Background: an optimization exercise with open tools, aiming at small area, a short achievable clock period and few clock cycles per item. Do not read the settings as production practice.
Where RTL was checked, it was by simulation tests only, not by an equivalence proof against the original.
No activity file was given, so power comes from the tool's default toggle rates.

== v6 ==
==> flow/design.v <==
module page_table_leaf_ager (
    input  logic              clk,
    input  logic              rst_n,
    input  logic              push,
    output logic              full,
    input  logic              entry_valid,
    input  logic              entry_accessed,
    input  logic [3:0]        entry_age,
    input  logic              last_entry,
    output logic              empty,
    input  logic              pop,
    output logic [3:0]        new_age,
    output logic              advanced,
    output logic [31:0]       bucket_count,
    output logic              region_done,
    output logic signed [4:0] region_old_max,
    output logic signed [4:0] region_new_max,
    output logic              region_moves,
    output logic [9:0]        aged_total
);
    logic full_reg;
    logic empty_reg;       
    logic q0_v, q1_v, x_v;
    logic qa0;             
    logic accept, fire_ok, x_fire, q_adv;
    assign accept  = push && !full_reg;
    assign fire_ok = empty_reg || pop;
    assign x_fire  = x_v && fire_ok;
    assign q_adv   = qa0 || (q0_v && pop);
    logic       q0_val, q0_acc, q0_last;
    logic [3:0] q0_age;
    logic       q1_val, q1_acc, q1_last;
    logic [3:0] q1_age;
    logic       qn_val, qn_acc, qn_last;
    logic [3:0] qn_age;
    logic       q0_load;
    logic [3:0] qn_nage;
    logic       qn_aflag, qn_move;
    logic [15:0] qn_age_is;
    logic [7:0] qn_esel, qn_osel;
    always_comb
    begin
        q0_load = q_adv || !q0_v;
        if (q0_v && q1_v)
        begin
            {qn_val, qn_acc, qn_age, qn_last} = {q1_val, q1_acc, q1_age, q1_last};
        end
        else
        begin
            {qn_val, qn_acc, qn_age, qn_last} = {entry_valid, entry_accessed, entry_age,
                                                 last_entry};
        end
        if (!qn_val)
        begin
            qn_nage = qn_age;
        end
        else if (qn_acc)
        begin
            qn_nage = 4'd0;
        end
        else if (qn_age != 4'd15)
        begin
            qn_nage = qn_age + 4'd1;
        end
        else
        begin
            qn_nage = 4'd15;
        end
        qn_aflag = qn_val && (qn_acc || (qn_age != 4'd15));
        qn_move  = qn_val && (qn_acc ? (qn_age != 4'd0) : (qn_age != 4'd15));
        for (int i = 0; i < 16; i++)
        begin
            qn_age_is[i] = (qn_age == i);
        end
        for (int j = 0; j < 8; j++)
        begin
            qn_esel[j] = qn_age_is[2*j] || ((j > 0) && qn_age_is[(2*j+15)%16]);
            qn_osel[j] = qn_age_is[2*j] || qn_age_is[2*j+1];
        end
    end
    logic [3:0] q0_nage;
    logic       q0_aflag, q0_move;
    logic [7:0] q0_esel, q0_osel;
    always_ff @(posedge clk)
    begin
        if (q0_load)
        begin
            q0_val   <= qn_val;
            q0_acc   <= qn_acc;
            q0_age   <= qn_age;
            q0_last  <= qn_last;
            q0_nage  <= qn_nage;
            q0_aflag <= qn_aflag;
            q0_move  <= qn_move;
            q0_esel  <= qn_esel;
            q0_osel  <= qn_osel;
        end
        if (accept && (q_adv ? q1_v : q0_v))
        begin
            q1_val  <= entry_valid;
            q1_acc  <= entry_accessed;
            q1_age  <= entry_age;
            q1_last <= last_entry;
        end
    end
    logic        x_val, x_acc, x_last, x_adv, x_mv;
    logic [3:0]  x_age, x_nage;
    logic [15:0] x_ra;     
    logic [15:0] x_rn;     
    logic [15:0] q_ra, q_rn;
    always_ff @(posedge clk)
    begin
        if (q_adv)
        begin
            x_val  <= q0_val;
            x_acc  <= q0_acc;
            x_age  <= q0_age;
            x_nage <= q0_nage;
            x_last <= q0_last;
            x_adv  <= q0_aflag;
            x_mv   <= q0_move;
            x_ra   <= q_ra;
            x_rn   <= q_rn;
        end
    end
    logic [15:0] x_age_is, x_inc_is;
    logic [15:0] dec_tog, inc_tog;
    logic [15:0] dec_val, inc_val;
    logic [15:0] x_bucket;
    logic [15:0] wr_pre, wr;
    logic [15:0] bus_even, bus_odd, bus_zero;
    always_comb
    begin
        for (int i = 0; i < 16; i++)
        begin
            x_age_is[i] = (x_age == i);
        end
        x_inc_is[0] = x_acc;
        for (int i = 1; i < 16; i++)
        begin
            x_inc_is[i] = !x_acc && x_age_is[i-1];
        end
        for (int k = 0; k < 16; k++)
        begin
            dec_tog[k] = !(|(x_ra & ~(16'hffff << k)));
            inc_tog[k] = &(x_rn | (16'hffff << k));
        end
        dec_val  = x_ra ^ (dec_tog & {16{|x_ra}});
        inc_val  = x_rn ^ (inc_tog & {16{!(&x_rn)}});
        x_bucket = x_mv ? inc_val : x_ra;
        wr_pre   = (x_age_is | x_inc_is) & {16{x_v && x_mv}};
        wr       = wr_pre & {16{fire_ok}};
        bus_zero = x_acc    ? inc_val : dec_val;
        bus_even = x_age[0] ? inc_val : dec_val;
        bus_odd  = x_age[0] ? dec_val : inc_val;
    end
    logic [15:0] hist [0:15];
    logic [15:0] hist_ok;
    always_ff @(posedge clk)
    begin
        if (wr[0])
        begin
            hist[0] <= bus_zero;
        end
        for (int i = 1; i < 16; i++)
        begin
            if (wr[i])
            begin
                hist[i] <= (i % 2 == 0) ? bus_even : bus_odd;
            end
        end
    end
    always_ff @(posedge clk or negedge rst_n)
    begin
        if (!rst_n)
        begin
            hist_ok <= '0;
        end
        else
        begin
            hist_ok <= hist_ok | wr;
        end
    end
    logic       xn_mv, xn_acc;
    logic [3:0] xn_age, xn_incb;
    logic       qh_acc;
    logic [3:0] qh_age, qh_incb;
    logic       f_aa, f_ai, f_na, f_ni;    
    always_comb
    begin
        xn_mv   = q_adv ? q0_move : (x_v && x_mv && !x_fire);
        xn_acc  = q_adv ? q0_acc : x_acc;
        xn_age  = q_adv ? q0_age : x_age;
        xn_incb = xn_acc ? 4'd0 : (xn_age + 4'd1);
        qh_acc  = q0_load ? qn_acc : q0_acc;
        qh_age  = q0_load ? qn_age : q0_age;
        qh_incb = qh_acc ? 4'd0 : (qh_age + 4'd1);
    end
    always_ff @(posedge clk)
    begin
        f_aa <= xn_mv && (qh_age  == xn_age);
        f_ai <= xn_mv && (qh_age  == xn_incb);
        f_na <= xn_mv && (qh_incb == xn_age);
        f_ni <= xn_mv && (qh_incb == xn_incb);
    end
    logic [15:0] rd_e, rd_o, rd_a, rd_a1, rd_n;
    always_comb
    begin
        rd_e = '0;
        rd_o = '0;
        for (int j = 0; j < 8; j++)
        begin
            rd_e = rd_e | (hist[2*j]   & {16{q0_esel[j] && hist_ok[2*j]}});
            rd_o = rd_o | (hist[2*j+1] & {16{q0_osel[j] && hist_ok[2*j+1]}});
        end
        rd_a  = q0_age[0] ? rd_o : rd_e;
        rd_a1 = q0_age[0] ? rd_e : rd_o;
        rd_n  = q0_acc ? (hist[0] & {16{hist_ok[0]}}) : rd_a1;
        q_ra  = f_aa ? dec_val : (f_ai ? inc_val : rd_a);
        q_rn  = f_na ? dec_val : (f_ni ? inc_val : rd_n);
    end
    logic       closed;
    logic       any_v;
    logic [3:0] omax, nmax;
    logic       ne;        
    logic [9:0] cnt;
    logic       b_any;
    logic [9:0] b_cnt;
    logic [9:0] cnt_tog;
    logic       n_any;
    logic [3:0] n_omax, n_nmax;
    always_comb
    begin
        b_any  = any_v && !closed;
        b_cnt  = closed ? 10'd0 : cnt;
        for (int k = 0; k < 10; k++)
        begin
            cnt_tog[k] = &(b_cnt | (10'h3ff << k));
        end
        n_any  = b_any || x_val;
        n_omax = (x_val && (!b_any || (x_age > omax))) ? x_age : omax;
        n_nmax = (x_val && (!b_any || (x_nage > nmax))) ? x_nage : nmax;
    end
    always_ff @(posedge clk or negedge rst_n)
    begin
        if (!rst_n)
        begin
            closed <= 1'b1;
        end
        else if (x_fire)
        begin
            closed <= x_last;
        end
    end
    always_ff @(posedge clk)
    begin
        if (x_fire)
        begin
            any_v <= n_any;
            omax  <= n_omax;
            nmax  <= n_nmax;
            ne    <= (n_omax != n_nmax);
            cnt   <= b_cnt ^ (cnt_tog & {10{x_adv && !b_cnt[9]}});
        end
    end
    logic [3:0]  o_nage;
    logic        o_adv, o_last;
    logic [15:0] o_bucket;
    always_ff @(posedge clk)
    begin
        if (x_fire)
        begin
            o_nage   <= x_nage;
            o_adv    <= x_adv;
            o_bucket <= x_bucket;
            o_last   <= x_last;
        end
    end
    logic q0_v_n, q1_v_n, x_v_n, o_v_n;
    always_comb
    begin
        q0_v_n = q_adv ? (q1_v || accept) : (q0_v || accept);
        q1_v_n = q_adv ? (q1_v && accept) : (q1_v || (accept && q0_v));
        x_v_n  = q_adv || (x_v && !x_fire);
        o_v_n  = x_fire || (!empty_reg && !pop);
    end
    always_ff @(posedge clk or negedge rst_n)
    begin
        if (!rst_n)
        begin
            q0_v      <= 1'b0;
            q1_v      <= 1'b0;
            x_v       <= 1'b0;
            qa0       <= 1'b0;
            full_reg  <= 1'b0;
            empty_reg <= 1'b1;
        end
        else
        begin
            q0_v      <= q0_v_n;
            q1_v      <= q1_v_n;
            x_v       <= x_v_n;
            qa0       <= q0_v_n && (!x_v_n || !o_v_n);
            full_reg  <= q1_v_n;
            empty_reg <= !o_v_n;
        end
    end
    assign full  = full_reg;
    assign empty = empty_reg;
    assign new_age             = o_nage;
    assign advanced            = o_adv;
    assign bucket_count[15:0]  = o_bucket;
    assign region_done         = o_last;
    assign region_old_max      = o_last ? (any_v ? {1'b0, omax} : 5'h1f) : 5'h00;
    assign region_new_max      = o_last ? (any_v ? {1'b0, nmax} : 5'h1f) : 5'h00;
    assign region_moves        = o_last && any_v && ne;
    assign aged_total          = cnt;
    assign bucket_count[31:16] = 16'd0;
endmodule
export LEC_CHECK = 0
export ABC_AREA = 1
export CAP_MARGIN = 20
export CORE_MARGIN = 2
export CORE_UTILIZATION = 40
export CTS_BUF_LIST = sky130_fd_sc_hd__clkbuf_16
export CTS_CLUSTER_DIAMETER = 80
export CTS_CLUSTER_SIZE = 24
export SETUP_SLACK_MARGIN = 2.7
export SLEW_MARGIN = 20
create_clock -name core_clock -period 5.0 [get_ports {clk}]
standard.sh (not shown) runs the stock make flow with config.mk's settings and CLKGATE_MAP_FILE= SYNTH_SCRIPT=/design/flow/synth_recipe.tcl, a recipe that flattens the netlist after the stock synthesis.
==> flow/flow/run.sh <==
#!/bin/bash
# Layout flow: the standard ORFS flow (standard.sh, standard synthesis unchanged) with two
# changes to how the layout is made:
#  - port buffers are sky130_fd_sc_hd__buf_2 cells (the default pick is a slow delay cell);
#  - timing and design repair may resize a cell into one with a different footprint.
# Each tool's full output goes to a log file in this folder; ORFS keeps its own step logs
# under orfs/logs.
set -euo pipefail
bash standard.sh MATCH_CELL_FOOTPRINT=0 "BUFFER_PORTS_ARGS=-buffer_cell sky130_fd_sc_hd__buf_2" finish > flow_make.log 2>&1
Input-level comparison between v7 and v6:
--- a/flow/design.v
+++ b/flow/design.v
@@ -104,5 +104,5 @@
         end
     end
-    logic        x_val, x_acc, x_last, x_adv, x_mv;
+    logic        x_acc, x_last, x_adv, x_mv;
     logic [3:0]  x_age, x_nage;
     logic [15:0] x_ra;     
@@ -113,5 +113,4 @@
         if (q_adv)
         begin
-            x_val  <= q0_val;
             x_acc  <= q0_acc;
             x_age  <= q0_age;
@@ -223,22 +222,16 @@
     logic       any_v;
     logic [3:0] omax, nmax;
-    logic       ne;        
     logic [9:0] cnt;
     logic       b_any;
     logic [9:0] b_cnt;
     logic [9:0] cnt_tog;
-    logic       n_any;
-    logic [3:0] n_omax, n_nmax;
     always_comb
     begin
-        b_any  = any_v && !closed;
-        b_cnt  = closed ? 10'd0 : cnt;
+        b_any = any_v && !closed;
+        b_cnt = closed ? 10'd0 : cnt;
         for (int k = 0; k < 10; k++)
         begin
             cnt_tog[k] = &(b_cnt | (10'h3ff << k));
         end
-        n_any  = b_any || x_val;
-        n_omax = (x_val && (!b_any || (x_age > omax))) ? x_age : omax;
-        n_nmax = (x_val && (!b_any || (x_nage > nmax))) ? x_nage : nmax;
     end
     always_ff @(posedge clk or negedge rst_n)
@@ -248,31 +241,37 @@
             closed <= 1'b1;
         end
-        else if (x_fire)
+        else if (q_adv)
         begin
-            closed <= x_last;
+            closed <= q0_last;
         end
     end
     always_ff @(posedge clk)
     begin
-        if (x_fire)
+        if (q_adv)
         begin
-            any_v <= n_any;
-            omax  <= n_omax;
-            nmax  <= n_nmax;
-            ne    <= (n_omax != n_nmax);
-            cnt   <= b_cnt ^ (cnt_tog & {10{x_adv && !b_cnt[9]}});
+            any_v <= b_any || q0_val;
+            if (q0_val && (!b_any || (q0_age > omax)))
+            begin
+                omax <= q0_age;
+            end
+            if (q0_val && (!b_any || (q0_nage > nmax)))
+            begin
+                nmax <= q0_nage;
+            end
+            cnt <= b_cnt ^ (cnt_tog & {10{q0_aflag && !b_cnt[9]}});
         end
     end
-    logic [3:0]  o_nage;
-    logic        o_adv, o_last;
-    logic [15:0] o_bucket;
+    logic [42:0] x_res;
+    logic [4:0]  x_om, x_nm;
+    logic [42:0] o_res;
+    assign x_om  = x_last ? (any_v ? {1'b0, omax} : 5'h1f) : 5'h00;
+    assign x_nm  = x_last ? (any_v ? {1'b0, nmax} : 5'h1f) : 5'h00;
+    assign x_res = {x_nage, x_adv, x_bucket, x_last, x_om, x_nm,
+                    x_last && any_v && (omax != nmax), cnt};
     always_ff @(posedge clk)
     begin
         if (x_fire)
         begin
-            o_nage   <= x_nage;
-            o_adv    <= x_adv;
-            o_bucket <= x_bucket;
-            o_last   <= x_last;
+            o_res <= x_res;
         end
     end
@@ -308,12 +307,6 @@
     assign full  = full_reg;
     assign empty = empty_reg;
-    assign new_age             = o_nage;
-    assign advanced            = o_adv;
-    assign bucket_count[15:0]  = o_bucket;
-    assign region_done         = o_last;
-    assign region_old_max      = o_last ? (any_v ? {1'b0, omax} : 5'h1f) : 5'h00;
-    assign region_new_max      = o_last ? (any_v ? {1'b0, nmax} : 5'h1f) : 5'h00;
-    assign region_moves        = o_last && any_v && ne;
-    assign aged_total          = cnt;
+    assign {new_age, advanced, bucket_count[15:0], region_done, region_old_max,
+            region_new_max, region_moves, aged_total} = o_res;
     assign bucket_count[31:16] = 16'd0;
 endmodule
==> comparison <==
Diff v6 -> v7: number of well taps about even, routed wire length fell by 7.6%.
v7 — minimum setup slack after placement 190 ps lower, v6 as reference
~same power in the clock group in v6 and v7
v7 vs. v6: required time reported for the critical path endpoint went up by 1330 ps.
Delta (v7 minus v6): area occupied by multi-input gates moved down, non-filler instance count after layout has decreased, register-to-register slack lower.
Testbench counts of v7, summed over its fixed seeds: cycles 32,800, items 32,768.
The RTL of v6 was laid out without a check of its function.

## afterwards: timing with drivers on the ports
In the flow no input, the clock included, has a driving cell. The finished layouts below were timed again as built, in two steps. Step 1: set_driving_cell puts a clkbuf_16 on clk and a buf_2 on each other input, an assumption about the parent block. Step 2 times the ports against the registers' clock, not the clock port: input delays grow and output delays shrink by t, the midpoint of the rising clock arrivals with the driver on. Three values: ideal ports, drivers, drivers and shift; two values: the first two.
run	shift t [ns]	setup WS [ns]	worst hold slack (ns)	worst setup path after step 2	cell pins on the clock port's net
v6	0.625	2.515 / 2.458 / 2.128	0.416 / 0.416 / 0.416	input to register	1
v7	0.625	2.683 / 2.683 / 2.142	0.434 / 0.434 / 0.434	input to register	1
After both steps setup and hold are still met in every run listed. The setup slack of v7, which loses most, moves by 0.000 ns with the drivers and by -0.541 ns with both steps.
